What follows belongs to an exercise in optimizing a design on an open flow for small area, a short achievable clock period and few clock cycles per item; a production flow would make more cautious choices.
RTL that was checked went through simulation tests only; none was proved equivalent to the original.
No activity file was given, so power comes from the tool's default toggle rates.

## hue_chroma_key_alpha_unit
module hue_chroma_key_alpha_unit (
    input  logic                               aclk,
    input  logic                               aresetn,
    input  logic                               s_tvalid,
    output logic                               s_tready,
    input  logic [hcka_pkg::S_DATA_W-1:0]      s_tdata,    
    output logic                               m_tvalid,
    input  logic                               m_tready,
    output logic [hcka_pkg::M_DATA_W-1:0]      m_tdata,    
    input  logic                               cfg_wr_en,
    input  logic [hcka_pkg::CFG_IDX_W-1:0]     cfg_index,
    input  logic [hcka_pkg::CFG_W-1:0]         cfg_wdata
);
Size in the first run: ~73 I/O pins, ~9900 um^2 of cells after synthesis.
==> module hue_chroma_key_alpha_unit, before the edit <==
module hue_chroma_key_alpha_unit (
    input  logic                               aclk,
    input  logic                               aresetn,
    input  logic                               s_tvalid,
    output logic                               s_tready,
    input  logic [hcka_pkg::S_DATA_W-1:0]      s_tdata,    
    output logic                               m_tvalid,
    input  logic                               m_tready,
    output logic [hcka_pkg::M_DATA_W-1:0]      m_tdata,    
    input  logic                               cfg_wr_en,
    input  logic [hcka_pkg::CFG_IDX_W-1:0]     cfg_index,
    input  logic [hcka_pkg::CFG_W-1:0]         cfg_wdata
);
    logic [BQ_W-1:0] lo_q_reg, hi_q_reg;
    logic [8:0]      lo_rb_reg, hi_rb_reg;    
    logic [BQ_W-1:0] wr_q_ge, wr_q_gt;
    logic [BR_W-1:0] wr_r_ge, wr_r_gt;
    logic              rg_neg, rb_neg, gb_neg;
    logic [CH_W-1:0]   delta, t;
    logic                en1, en2;
    logic                v1_reg;
    logic [S_DATA_W-1:0] s1_rgb_reg;
    logic [CH_W-1:0]     s1_delta_reg, s1_t_reg;
    logic [CH_W-1:0]     s1_delta_n_reg;           
    logic                s1_rg_neg_reg, s1_rb_neg_reg, s1_gb_neg_reg;
    logic [5:0]          sext;
    logic [5:0]          lo_gt_mask, lo_eq_mask, hi_lt_mask, hi_eq_mask;
    logic                lo_lt, hi_le;
    logic                lo_in, hi_in;
    logic                key_reg;
    logic [S_DATA_W-1:0] rgb_reg;
    always_comb begin
        wr_q_ge = '0;
        wr_q_gt = '0;
        for (int k = 1; k <= 6; k++) begin
            if (cfg_wdata >= CFG_W'(60 * k)) wr_q_ge = BQ_W'(k);
            if (cfg_wdata >  CFG_W'(60 * k)) wr_q_gt = BQ_W'(k);
        end
    end
    assign wr_r_ge = {cfg_wdata[5:2] + {1'b0, wr_q_ge}, cfg_wdata[1:0]};
    assign wr_r_gt = {cfg_wdata[5:2] + {1'b0, wr_q_gt}, cfg_wdata[1:0]};
    always_ff @(posedge aclk) begin
        if (!aresetn) begin
            lo_q_reg <= LO_Q_RST;
            lo_rb_reg <= booth(LO_R_RST);
            hi_q_reg <= HI_Q_RST;
            hi_rb_reg <= booth(HI_R_RST);
        end else if (cfg_wr_en) begin
            unique case (cfg_index)
                REG_HUE_LOW:  begin lo_q_reg <= wr_q_ge; lo_rb_reg <= booth(wr_r_ge); end
                REG_HUE_HIGH: begin hi_q_reg <= wr_q_gt; hi_rb_reg <= booth(wr_r_gt); end
                default: ;
            endcase
        end
    end
    function automatic logic [8:0] booth(input logic [BR_W-1:0] r);
        logic [6:0] x;
        logic [2:0] one, two, neg;
        x = {r, 1'b0};
        for (int i = 0; i < 3; i++) begin
            one[i] = x[2*i+1] ^ x[2*i];
            two[i] = (x[2*i+2] & !x[2*i+1] & !x[2*i]) | (!x[2*i+2] & x[2*i+1] & x[2*i]);
            neg[i] = x[2*i+2];
        end
        booth = {neg, two, one};
    endfunction
    assign en2      = !m_tvalid || m_tready;
    assign en1      = !v1_reg || en2;
    assign s_tready = en1;
    always_ff @(posedge aclk) begin
        if (!aresetn) begin
            v1_reg   <= 1'b0;
            m_tvalid <= 1'b0;
        end else begin
            if (en1) v1_reg   <= s_tvalid;
            if (en2) m_tvalid <= v1_reg;
        end
    end
    hcka_sector u_sector (
        .red    (s_tdata[7:0]),
        .green  (s_tdata[15:8]),
        .blue   (s_tdata[23:16]),
        .rg_neg (rg_neg),
        .rb_neg (rb_neg),
        .gb_neg (gb_neg),
        .delta  (delta),
        .t      (t)
    );
    always_ff @(posedge aclk) begin
        if (en1) begin
            s1_rgb_reg    <= s_tdata;
            s1_delta_reg  <= delta;
            s1_delta_n_reg <= ~delta;
            s1_t_reg      <= t;
            s1_rg_neg_reg <= rg_neg;
            s1_rb_neg_reg <= rb_neg;
            s1_gb_neg_reg <= gb_neg;
        end
    end
    hcka_sext u_sext (
        .rg_neg (s1_rg_neg_reg),
        .rb_neg (s1_rb_neg_reg),
        .gb_neg (s1_gb_neg_reg),
        .sext   (sext)
    );
    always_comb begin
        for (int k = 0; k < 6; k++) begin
            lo_gt_mask[k] = BQ_W'(k) >  lo_q_reg;
            lo_eq_mask[k] = BQ_W'(k) == lo_q_reg;
            hi_lt_mask[k] = BQ_W'(k) <  hi_q_reg;
            hi_eq_mask[k] = BQ_W'(k) == hi_q_reg;
        end
    end
    hcka_cmp_0 u_lo (.one(lo_rb_reg[2:0]), .two(lo_rb_reg[5:3]), .neg(lo_rb_reg[8:6]),
                     .d(s1_delta_reg), .t(s1_t_reg), .y(lo_lt));
    hcka_cmp_1 u_hi (.one(hi_rb_reg[2:0]), .two(hi_rb_reg[5:3]), .neg(hi_rb_reg[8:6]),
                     .d(~s1_delta_n_reg), .t(s1_t_reg), .y(hi_le));
    assign lo_in = |(sext & lo_gt_mask) || (|(sext & lo_eq_mask) && lo_lt);
    assign hi_in = |(sext & hi_lt_mask) || (|(sext & hi_eq_mask) && !hi_le);
    always_ff @(posedge aclk) begin
        if (en2) begin
            key_reg <= lo_in && hi_in;
            rgb_reg <= s1_rgb_reg;
        end
    end
    assign m_tdata = {{CH_W{!key_reg}}, rgb_reg};
endmodule
==> flow/config.mk <==
export PLATFORM = sky130hd
export DESIGN_NAME = hue_chroma_key_alpha_unit
export DESIGN_NICKNAME = hue_chroma_key_alpha_unit
export VERILOG_FILES = /design/flow/design.v
export SDC_FILE = /design/flow/constraint.sdc
export NUM_CORES = 4
export LEC_CHECK = 0
export ABC_AREA = 1
export CAP_MARGIN = 20
export CORE_MARGIN = 2
export CORE_UTILIZATION = 40
export SETUP_SLACK_MARGIN = 2.6
export SLEW_MARGIN = 20
==> flow/constraint.sdc <==
create_clock -name core_clock -period 6.0 [get_ports {aclk}]
set_input_delay 1.2000 -clock core_clock [delete_from_list [all_inputs] [get_ports {aclk}]]
set_output_delay 1.2000 -clock core_clock [all_outputs]
set_load 0.01 [all_outputs]
standard.sh (not shown) runs the stock make flow with config.mk's settings and CLKGATE_MAP_FILE= SYNTH_SCRIPT=/design/flow/synth_recipe.tcl, a recipe that flattens the netlist after the stock synthesis.
==> flow/flow/run.sh <==
#!/bin/bash
# The standard layout (the standard.sh, unchanged synthesis), with plain buf_1 cells as
# the port buffers in place of the delay buffers that buffer_ports picks by default.
set -euo pipefail
export BUFFER_PORTS_ARGS="-buffer_cell sky130_fd_sc_hd__buf_1"
bash standard.sh finish > standard.log 2>&1
Rerun with:
--- a/flow/design.v
+++ b/flow/design.v
@@ -471,7 +471,6 @@
     logic                v1_reg;
     logic [S_DATA_W-1:0] s1_rgb_reg;
     logic [CH_W-1:0]     s1_delta_reg, s1_t_reg;
-    logic [CH_W-1:0]     s1_delta_n_reg;           
     logic                s1_rg_neg_reg, s1_rb_neg_reg, s1_gb_neg_reg;
     logic [5:0]          sext;
     logic [5:0]          lo_gt_mask, lo_eq_mask, hi_lt_mask, hi_eq_mask;
@@ -540,7 +539,6 @@
         if (en1) begin
             s1_rgb_reg    <= s_tdata;
             s1_delta_reg  <= delta;
-            s1_delta_n_reg <= ~delta;
             s1_t_reg      <= t;
             s1_rg_neg_reg <= rg_neg;
             s1_rb_neg_reg <= rb_neg;
@@ -564,7 +562,7 @@
     hcka_cmp_0 u_lo (.one(lo_rb_reg[2:0]), .two(lo_rb_reg[5:3]), .neg(lo_rb_reg[8:6]),
                      .d(s1_delta_reg), .t(s1_t_reg), .y(lo_lt));
     hcka_cmp_1 u_hi (.one(hi_rb_reg[2:0]), .two(hi_rb_reg[5:3]), .neg(hi_rb_reg[8:6]),
-                     .d(~s1_delta_n_reg), .t(s1_t_reg), .y(hi_le));
+                     .d(s1_delta_reg), .t(s1_t_reg), .y(hi_le));
     assign lo_in = |(sext & lo_gt_mask) || (|(sext & lo_eq_mask) && lo_lt);
     assign hi_in = |(sext & hi_lt_mask) || (|(sext & hi_eq_mask) && !hi_le);
     always_ff @(posedge aclk) begin
What happened: Utilization decreases by 0.48 points; final cell count falls by 6.1%; clock power went up by about 2%; synthesized cell count drops by 3.0%; area after synthesis decreases by 6.1%; clock-buffer cell count goes down by 1; cell area decreases by 7.3%; non-clock buffer count came out lower by 17; worst hold slack stays flat.
Testbench counts after the change, summed over its fixed seeds: cycles 16,400, items 16,384.
Only the layout flow was run in the first run of this note; the RTL was not checked for function there.

[separate check: timing with driven ports]
The flow's constraints put no driver on any port. The routed layouts listed below were extracted and timed again, unchanged, in two steps.
Step 1, drivers: a clkbuf_16 drives aclk and a buf_2 each remaining input, both assumed.
Step 2 moves the port delays by t, midway between the first and last clock arrival at a register: inputs arrive t later, outputs are due t later. That takes back most of the time a late clock gives input paths.
Three values: ideal, step 1, step 2; two values: the first two.
run	shift t [ns]	slack for setup (ns)	hold slack, ns
the first run	0.391	2.359 / 2.359 / 2.359	0.422 / 0.422 / 0.422
the second run	0.404	2.166 / 2.166 / 2.166	0.420 / 0.420 / 0.420
After both steps every run listed still meets setup and hold.
